Source: an optimization exercise on an open RTL-to-GDS flow (aim: small area, a short achievable clock period and few clock cycles per item). Production flows keep margins and buffers that such runs may drop.
Function was checked by simulation only, so behaviour that the tests miss may differ from the original.
Power figures rest on the tool's default switching activity, not on a simulated workload.

--- run.sh ---
#!/bin/bash
# synth_recipe.tcl (not shown) runs the flow's synth.tcl, then flattens the netlist and writes it again
# the make line also repeats each setting of config.mk as NAME=value (left out here)
make -C /OpenROAD-flow-scripts/flow DESIGN_CONFIG=/design/flow/config.mk WORK_HOME=/design/flow/orfs CLKGATE_MAP_FILE= SYNTH_SCRIPT=/design/flow/synth_recipe.tcl finish
--- config.mk ---
export PLATFORM = sky130hd
export DESIGN_NAME = qu_core
export DESIGN_NICKNAME = qu_core
export VERILOG_FILES = /design/flow/design.v
export SDC_FILE = /design/flow/constraint.sdc
export NUM_CORES = 4
export LEC_CHECK = 0
export CAP_MARGIN = 20
export CORE_MARGIN = 2
export CORE_UTILIZATION = 40
export SLEW_MARGIN = 20
--- constraint.sdc ---
create_clock -name core_clock -period 5.5 [get_ports {clk}]
set_input_delay 1.1000 -clock core_clock [delete_from_list [all_inputs] [get_ports {clk}]]
set_output_delay 1.1000 -clock core_clock [all_outputs]
set_load 0.01 [all_outputs]
--- design.v ---
`default_nettype none
module startup_ctrl (
    input  logic clk,
    input  logic arst_n,
    output logic if_en,
    output logic core_ready
);
    localparam int unsigned CNT_W = $clog2(3 + 1);
    logic [CNT_W-1:0] cnt;
    logic             en_q;
    always_ff @(posedge clk or negedge arst_n) begin
        if (!arst_n) begin
            cnt  <= '0;
            en_q <= 1'b0;
        end else if (!en_q) begin                          
            cnt <= cnt + 1'b1;
            if (cnt == CNT_W'(3 - 1)) begin
                en_q <= 1'b1;
            end
        end
    end
    assign if_en      = en_q;
    assign core_ready = en_q;
endmodule
`default_nettype wire
`default_nettype none
module front_end (
    input  logic                       clk,
    input  logic                       arst_n,
    input  logic                       if_en,
    input  logic                       instr_valid,
    input  logic [16-1:0] instr,
    input  logic [2:0]                 rob_tail,
    input  logic                       retire_en,
    input  logic [22-1:0]       retire,
    output logic [2:0]                 rf_rs1_addr,
    output logic [2:0]                 rf_rs2_addr,
    input  logic [16-1:0]  rf_rs1_data,
    input  logic [16-1:0]  rf_rs2_data,
    output logic                       res_st_wr_en,
    output logic [2:0]                 res_st_wr_addr,
    output logic [51-1:0]      res_st_wr_cell,
    output logic                       rob_incr_tail
);
    logic [8-1:0] busy;
    logic [2:0]               tag_tbl [8];
    logic [1:0]               dec_op;
    logic [2:0]               dec_rd;
    logic [2:0]               dec_rs1;
    logic [2:0]               dec_rs2;
    logic [4:0]               dec_imm;
    logic [20-1:0]     src1;
    logic [20-1:0]     src2;
    logic                     dispatch;
    function automatic logic [20-1:0] rename_src(input logic [2:0] r,
                                                        input logic [16-1:0] rf_val);
        logic [20-1:0] s;
        s               = '0;
        s[19]  = 1'b1;
        s[15:0]  = rf_val;
        if (r != 3'd0 && busy[r]) begin
            s[18:16] = tag_tbl[r];
            if (retire_en && retire[21:19] == tag_tbl[r]) begin
                s[15:0] = retire[15:0];      
            end else begin
                s[19] = 1'b0;
                s[15:0] = '0;
            end
        end
        rename_src = s;
    endfunction
    assign dec_op   = instr[15:14];
    assign dec_rd   = instr[13:11];
    assign dec_rs1  = instr[10:8];
    assign dec_rs2  = instr[7:5];
    assign dec_imm  = instr[4:0];
    assign dispatch = if_en & instr_valid;
    assign rf_rs1_addr = dec_rs1;
    assign rf_rs2_addr = dec_rs2;
    always_comb begin
        src1 = rename_src(dec_rs1, rf_rs1_data);
        if (dec_op == 2'd3) begin
            src2 = {1'b1, 3'd0, 11'd0, dec_imm};
        end else begin
            src2 = rename_src(dec_rs2, rf_rs2_data);
        end
    end
    assign res_st_wr_cell = {1'b1, dec_op, dec_rd, src1, src2, dec_imm};
    assign res_st_wr_en   = dispatch;
    assign res_st_wr_addr = rob_tail;
    assign rob_incr_tail  = dispatch;
    always_ff @(posedge clk or negedge arst_n) begin
        if (!arst_n) begin
            busy <= '0;
        end else begin
            if (retire_en && retire[18:16] != 3'd0 &&
                tag_tbl[retire[18:16]] == retire[21:19]) begin
                busy[retire[18:16]] <= 1'b0;
            end
            if (dispatch && dec_rd != 3'd0) begin
                busy[dec_rd] <= 1'b1;
            end
        end
    end
    always_ff @(posedge clk) begin
        if (dispatch && dec_rd != 3'd0) begin
            tag_tbl[dec_rd] <= rob_tail;
        end
    end
endmodule
`default_nettype wire
`default_nettype none
module res_st (
    input  logic                  clk,
    input  logic                  arst_n,
    input  logic                  wr_en,
    input  logic [2:0]            wr_addr,
    input  logic [51-1:0] wr_cell,
    input  logic [2:0]            head_addr,
    output logic [51-1:0] head_cell,
    input  logic                  retire_en,
    input  logic [22-1:0]  retire
);
    logic [8-1:0] vld;
    logic [51-1:0]    cells [8];
    logic [51-1:0]    woken [8];
    function automatic logic [20-1:0] wake(input logic [20-1:0] s,
                                                  input logic [22-1:0] r);
        logic [20-1:0] w;
        w = s;
        if (!s[19] && s[18:16] == r[21:19]) begin
            w[19] = 1'b1;
            w[15:0] = r[15:0];
        end
        wake = w;
    endfunction
    always_ff @(posedge clk or negedge arst_n) begin
        if (!arst_n) begin
            vld <= '0;
        end else begin
            if (retire_en) begin
                vld[retire[21:19]] <= 1'b0;
            end
            if (wr_en) begin
                vld[wr_addr] <= 1'b1;
            end
        end
    end
    always_comb begin
        for (int i = 0; i < 8; i++) begin
            woken[i]             = cells[i];
            woken[i][44:25] = wake(cells[i][44:25], retire);
            woken[i][24:5] = wake(cells[i][24:5], retire);
        end
    end
    always_ff @(posedge clk) begin
        for (int i = 0; i < 8; i++) begin
            if (wr_en && wr_addr == 3'(i)) begin
                cells[i] <= wr_cell;
            end else if (retire_en && vld[i]) begin
                cells[i] <= woken[i];
            end
        end
    end
    always_comb begin
        head_cell              = cells[head_addr];
        head_cell[50] = vld[head_addr];
    end
endmodule
`default_nettype wire
`default_nettype none
module rf (
    input  logic                      clk,
    input  logic                      arst_n,
    input  logic [2:0]                rs1_addr,
    input  logic [2:0]                rs2_addr,
    output logic [16-1:0] rs1_data,
    output logic [16-1:0] rs2_data,
    input  logic                      wr_en,
    input  logic [22-1:0]      wr
);
    logic [16-1:0] regs [8];
    always_ff @(posedge clk or negedge arst_n) begin
        if (!arst_n) begin
            for (int i = 0; i < 8; i++) begin
                regs[i] <= '0;
            end
        end else if (wr_en && wr[18:16] != 3'd0) begin  
            regs[wr[18:16]] <= wr[15:0];
        end
    end
    assign rs1_data = (rs1_addr == 3'd0) ? '0 : regs[rs1_addr];
    assign rs2_data = (rs2_addr == 3'd0) ? '0 : regs[rs2_addr];
endmodule
`default_nettype wire
`default_nettype none
module back_end (
    input  logic                    clk,
    input  logic                    arst_n,
    input  logic                    schedule_en,
    output logic [2:0]              head_addr,
    input  logic [51-1:0]   head_cell,
    output logic                    retire_en,
    output logic [22-1:0]    retire,
    output logic [2:0]              rob_tail,
    input  logic                    rob_incr_tail,
    output logic                    rob_full,
    output logic                    commit_valid,
    output logic [19-1:0] commit
);
    localparam int unsigned CNT_W = $clog2(8 + 1);
    logic [2:0]                head_q;
    logic [2:0]                tail_q;
    logic [CNT_W-1:0]          count_q;
    logic                      fire;
    logic [1:0]                op;
    logic [2:0]                rd;
    logic [20-1:0]      src1;
    logic [20-1:0]      src2;
    logic [16-1:0] op_a;
    logic [16-1:0] op_b;
    logic [16-1:0] result;
    assign head_addr = head_q;
    assign rob_tail  = tail_q;
    assign rob_full  = (count_q == CNT_W'(8));
    assign op   = head_cell[49:48];
    assign rd   = head_cell[47:45];
    assign src1 = head_cell[44:25];
    assign src2 = head_cell[24:5];
    assign fire = schedule_en & head_cell[50] & src1[19] & src2[19];
    always_comb begin
        op_a = src1[15:0];
        op_b = src2[15:0];
        case (op)
            2'd0:  result = op_a + op_b;
            2'd1:  result = op_a - op_b;
            2'd2:  result = op_a ^ op_b;
            2'd3: result = op_a + {11'd0, head_cell[4:0]};
            default:     result = '0;
        endcase
        if (rd == 3'd0) begin
            result = '0;                                   
        end
    end
    always_ff @(posedge clk or negedge arst_n) begin
        if (!arst_n) begin
            head_q       <= '0;
            tail_q       <= '0;
            count_q      <= '0;
            retire_en    <= 1'b0;
            commit_valid <= 1'b0;
        end else begin
            retire_en    <= fire;
            commit_valid <= fire;
            if (fire) begin
                head_q <= head_q + 1'b1;
            end
            if (rob_incr_tail) begin
                tail_q <= tail_q + 1'b1;
            end
            count_q <= count_q + CNT_W'(rob_incr_tail) - CNT_W'(fire);
        end
    end
    always_ff @(posedge clk) begin
        if (fire) begin
            retire <= {head_q, rd, result};
            commit <= {rd, result};
        end
    end
endmodule
`default_nettype wire
`default_nettype none
module qu_core
(
    input  logic                       clk,
    input  logic                       arst_n,
    input  logic                       instr_valid,
    input  logic [16-1:0] instr,
    input  logic                       schedule_en,
    output logic                       core_ready,
    output logic                       rob_full,
    output logic                       commit_valid,
    output logic [19-1:0]    commit
);
    logic                      if_en;
    logic [2:0]                rf_rs1_addr;
    logic [2:0]                rf_rs2_addr;
    logic [16-1:0] rf_rs1_data;
    logic [16-1:0] rf_rs2_data;
    logic                      res_st_wr_en;
    logic [2:0]                res_st_wr_addr;
    logic [51-1:0]     res_st_wr_cell;
    logic [2:0]                head_addr;
    logic [51-1:0]     head_cell;
    logic                      retire_en;
    logic [22-1:0]      retire;
    logic [2:0]                rob_tail;
    logic                      rob_incr_tail;
    startup_ctrl qu_startup_ctrl (
        .clk(clk),
        .arst_n(arst_n),
        .if_en(if_en),
        .core_ready(core_ready)
    );
    front_end qu_front_end (
        .clk(clk),
        .arst_n(arst_n),
        .if_en(if_en),
        .instr_valid(instr_valid),
        .instr(instr),
        .rob_tail(rob_tail),
        .retire_en(retire_en),
        .retire(retire),
        .rf_rs1_addr(rf_rs1_addr),
        .rf_rs2_addr(rf_rs2_addr),
        .rf_rs1_data(rf_rs1_data),
        .rf_rs2_data(rf_rs2_data),
        .res_st_wr_en(res_st_wr_en),
        .res_st_wr_addr(res_st_wr_addr),
        .res_st_wr_cell(res_st_wr_cell),
        .rob_incr_tail(rob_incr_tail)
    );
    res_st qu_res_st (
        .clk(clk),
        .arst_n(arst_n),
        .wr_en(res_st_wr_en),
        .wr_addr(res_st_wr_addr),
        .wr_cell(res_st_wr_cell),
        .head_addr(head_addr),
        .head_cell(head_cell),
        .retire_en(retire_en),
        .retire(retire)
    );
    rf qu_phy_rf (
        .clk(clk),
        .arst_n(arst_n),
        .rs1_addr(rf_rs1_addr),
        .rs2_addr(rf_rs2_addr),
        .rs1_data(rf_rs1_data),
        .rs2_data(rf_rs2_data),
        .wr_en(retire_en),
        .wr(retire)
    );
    back_end qu_back_end (
        .clk(clk),
        .arst_n(arst_n),
        .schedule_en(schedule_en),
        .head_addr(head_addr),
        .head_cell(head_cell),
        .retire_en(retire_en),
        .retire(retire),
        .rob_tail(rob_tail),
        .rob_incr_tail(rob_incr_tail),
        .rob_full(rob_full),
        .commit_valid(commit_valid),
        .commit(commit)
    );
endmodule
`default_nettype wire
==> metrics.md <==
| Metric | Value |
|---|---|
| Layout area overhead | 12.5% |
| Ratio of final minimum period to clock period | 0.935 |
| Proportion of synthesized flip-flops having asynchronous set or reset | 0.239 |
| Sum of negative setup slack | 0 ns |
| Worst min path class | flop to flop |
| Synth Area per Inst | 11.6 µm² |
| Post-synth EDFFs | 446 |
| Post-detail-place hpwl | 61,900 µm |
| Dominant cells by area after synthesis | sky130_fd_sc_hd__edfxtp_1 (44%), sky130_fd_sc_hd__dfrtp_1 (12%), sky130_fd_sc_hd__mux2_2 (7.0%) |
| CTS H-tree lvls | 3 |
| Ratio of cells with drive above 1 in the final layout | 0.186 |
| Worst max-slew margin expressed relative to the limit | 0.243 |
| Number of max-capacitance violations reported | 0 |
| Number of placed cells counting well taps | 3,540 |
| Antenna diode instance count | 0 |
| Hold Path Sink | qu_startup_ctrl.cnt[0]$_DFFE_PN0N_ |
| Synthesized netlist cell count | 2,632 |
| Hold violation count in the final report | 0 |
| Fmax achieved | 194 MHz |
| Element type at the critical path start | flop |
| Number of port buffers | 41 |
| Vias in the first global route | 21.8k |
| First-pass GRT wire length | 140,000 µm |
| Routed vias | 22.2k |
| Maximum clock skew at final layout | 0.0266 ns |
| Yosys warnings | 8 |
| Fraction of synthesized cell area taken by the top area cell type | 0.440 |
| Leftover overflow at the end of global routing | 0 |
| Measured slew at the worst slew-check pin | approximately 1.1 ns |
| Hold buffers post-CTS | 0 |
| Number of buffers created by CTS | 67 |
| Startpoint of the tightest hold check path | qu_startup_ctrl.cnt[0]$_DFFE_PN0N_ |
| Die height | 280 µm |
| Final-report setup violation count | 0 |
| Floorplan die width | ~280 µm |
| Antenna violations before repair | 0 |
| Post-synthesis instance area | a little over 0.03 mm² |
| Worst-skew pair later-pin latency | 0.62 ns |
| Most used DFF post-synth | sky130_fd_sc_hd__edfxtp_1 |
| Depth of the worst register-to-register path | 20 |
| Initial cell density of the core | 0.402 |
| Post-detailed-route DRC marker count | 0 |
| Number of cell rows | slightly above 100 |
| Largest net degree at the start of global routing | 84 |
| Reg-to-reg endpoint | qu_back_end.commit[15]$_SDFFCE_PN0P_ |
| Antenna viol nets, final | 0 |
| Proportion of synthesized chip area in sequential cells | 0.558 |
| Clk sinks | 590 |
| Leak pwr | 12.4 nW |
| Drt initial violations | 3,044 |
| Largest fanout of any net on the critical path | 9 |
| Average detailed-routed wire length per instance | 25.6 µm |
| CP Data Arrival Time | 5.49 ns |
| Outcome | no timing/DRC/antenna violations |
| Yosys top cell by area | sky130_fd_sc_hd__edfxtp_1 |
| Unrepaired setup endpoints after global routing | no |
| Most frequent standard cell in the layout excluding fill and tap cells | sky130_fd_sc_hd__edfxtp_1 |
| Final wirelength | 93,800 µm |
| Clock tree from TritonCTS | yes |
| Register bit count reported by yosys | 590 |
| Final Net Count | approximately 2.7k |
| Worst Path Required | 5.85 ns |
| Utilization after layout | 0.452 |
| Final estimated routing congestion in global placement | 0.900 |
| Number of buffers on the longest clock path | 3 |
| Clk slew on worst S/H paths | 0.06 ns |
| Final min period | around 5 ns |
| Mapped Nets | 2,704 |
| GR Util All Layers | 0.239 |
| Capturing element type of the critical path | flop |
| WS Path Type | flop to flop |
| DRT Pass-1 Iters | 8 |
| Final Slew Violations | 0 |
| DIE AREA | 0.0782 mm² |
| Worst Hold Path Cells | 1 |
| Most frequent cells in the layout | sky130_fd_sc_hd__edfxtp_1 (446), sky130_fd_sc_hd__nand2_1 (297), sky130_fd_sc_hd__o21ai_0 (235), sky130_fd_sc_hd__mux2_2 (190), sky130_fd_sc_hd__nor2_1 (187) |
| Setup slack of the worst register-to-register path | 0.36 ns |
| Post-Layout Cell Count | 3,659 |
| Number of primary I/O pins | between 40 and 50 |
| Root buffer cell | sky130_fd_sc_hd__clkbuf_16 |
| Ratio of total power to cell area | ~650 mW/mm² |
| Area of the placeable core | roughly 0.076 mm² |
| Peak ir drop on the vdd network | 0.000354 V |
| Number of distinct library cell variants in the gate-level netlist after synthesis | 77 |
| Per-cell via count in the routed design | a little over 6 |
| R2r startpoint | qu_back_end.head_q[1]$_DFFE_PN0P_ |
[how the worst max path moves through the flow]
stage / from / end / slack (ns) / depth (start not counted)
floorplan: qu_back_end.head_q[0]$_DFFE_PN0P_ / qu_back_end.commit[15]$_SDFFCE_PN0P_ / 0.59 / 21
global placement: qu_back_end.head_q[1]$_DFFE_PN0P_ / qu_back_end.commit[15]$_SDFFCE_PN0P_ / 0.35 / 20
detailed placement: qu_back_end.head_q[1]$_DFFE_PN0P_ / qu_back_end.commit[15]$_SDFFCE_PN0P_ / 0.37 / 20
CTS: qu_back_end.head_q[1]$_DFFE_PN0P_ / qu_back_end.commit[15]$_SDFFCE_PN0P_ / 0.30 / 20
global route: qu_back_end.head_q[1]$_DFFE_PN0P_ / qu_back_end.commit[15]$_SDFFCE_PN0P_ / 0.03 / 20
finish: qu_back_end.head_q[1]$_DFFE_PN0P_ / qu_back_end.commit[15]$_SDFFCE_PN0P_ / 0.36 / 20
[critical path: stages (launching register included)]
cell and delay, ns:
sky130_fd_sc_hd__dfrtp_2 0.46, sky130_fd_sc_hd__ha_1 0.23, sky130_fd_sc_hd__ha_2 0.26, sky130_fd_sc_hd__a22o_1 0.23
sky130_fd_sc_hd__a221o_1 0.31, sky130_fd_sc_hd__o32ai_4 0.29, sky130_fd_sc_hd__ha_1 0.22, sky130_fd_sc_hd__nand2_1 0.08
sky130_fd_sc_hd__or2_2 0.35, sky130_fd_sc_hd__o41ai_4 0.34, sky130_fd_sc_hd__xnor2_1 0.16, sky130_fd_sc_hd__nor2_1 0.07
sky130_fd_sc_hd__ha_1 0.38, sky130_fd_sc_hd__nand2_1 0.07, sky130_fd_sc_hd__a2111oi_1 0.37, sky130_fd_sc_hd__a22oi_1 0.17
sky130_fd_sc_hd__a21oi_2 0.19, sky130_fd_sc_hd__a31oi_1 0.15, sky130_fd_sc_hd__xnor2_1 0.30, sky130_fd_sc_hd__o211a_1 0.20
sky130_fd_sc_hd__nor3_1 0.05
[metal layers]
layer | vias to the layer above | global-route usage | wire [µm]
li1 | 9825 | - | -
met1 | 11147 | 0.324 | 39000
met2 | 1087 | 0.392 | 43800
met3 | 152 | 0.0482 | 8900
met4 | 0 | 0.0633 | 2140
met5 | - | 0 | 0
[through the flow]
stage          total power [mW]  hold slack (ns)  setup WS, ns  cell area [µm²]
3_3_place_gp               17.2            0.460         0.348            32000
3_5_place_dp               17.4            0.466         0.369            32000
4_1_cts                    21.9            0.497         0.304            34200
5_1_grt                    23.4            0.508        0.0281            34200
2_1_floorplan              14.1            0.446         0.586            30400
6_report                   22.1            0.485         0.357            34200
[synth_stat cells, drive strengths merged (50+ instances only)]
| cell | instances |
|---|---|
| o21ai | 341 |
| dfrtp | 141 |
| clkbuf | 128 |
| nor2 | 187 |
| xor2 | 63 |
| mux2 | 190 |
| nand2 | 301 |
| buf | 85 |
| a21oi | 87 |
| ha | 50 |
| edfxtp | 446 |
| and2 | 68 |
[final cells by class]
class | instances | area, µm²
clock inverters | 31 | 309
fillers | 6856 | 41400
multi-input cells | 1782 | 12400
well taps | 978 | 1220
repair buffers | 146 | 1210
inverters | 47 | 176
flip-flops and latches | 590 | 17000
clock buffers | 85 | 1850
[report_power, final]
group | switching (mW) | internal, mW
combinational | 6.37 | 4.11
clock | 1.84 | 2.65
sequential | 0.738 | 6.42
[logic make-up after synthesis]
kind of cell | Yosys count | share of synthesized area
AO/OA/AOI/OAI | 689 | 0.148
XOR/XNOR | 94 | 0.0271
adder cells (fa/ha/maj) | 52 | 0.0219
buffers and inverters | 260 | 0.0373
flip-flops | 590 | 0.558
multiplexers | 245 | 0.102
AND/OR/NAND/NOR | 702 | 0.105
[sequential cells by signal, indices dropped and copies added, names as in the netlist, 3 cells and up, named ones only]
name,cells
qu_back_end.count_q,4
qu_front_end.tag_tbl,24
qu_back_end.tail_q,3
qu_res_st.vld,8
qu_back_end.head_q,3
qu_back_end.commit,18
qu_res_st.cells,400
qu_back_end.retire,4
qu_front_end.busy,7
qu_phy_rf.regs,112
[timing repair]
action / 4_1_cts / 5_1_grt
endpoints found under the setup margin: 0 / 1
buffers inserted: 0 / 3
gates resized for setup: 0 / 4
Testbench counts, summed over its fixed seeds: cycles 25,076, items 16,000.

==> re-timing with driven ports <==
The flow's constraints put no driver on any port. The routed layout listed below was extracted and timed again, unchanged, in two steps. Step 1 (the two cells are an assumption about what drives the block):
set clk [get_ports {clk}]
set_driving_cell -lib_cell sky130_fd_sc_hd__clkbuf_16 $clk
set_driving_cell -lib_cell sky130_fd_sc_hd__buf_2 [delete_from_list [all_inputs] $clk]
Step 2, shift: input delay + t, output delay - t, t = (earliest + latest rising clock arrival at the registers) / 2. This alone moves slack from input paths to output paths. a / b / c = ideal ports / drivers / drivers and shift; a / b = the first two.
t, ns: 0.673
setup slack, ns: 0.357 / 0.357 / 0.357
clock arrival spread, ns: 0.028 / 0.028
After both steps setup and hold are still met in this run. The setup slack of this run moves by 0.000 ns with the drivers and by 0.000 ns with both steps.
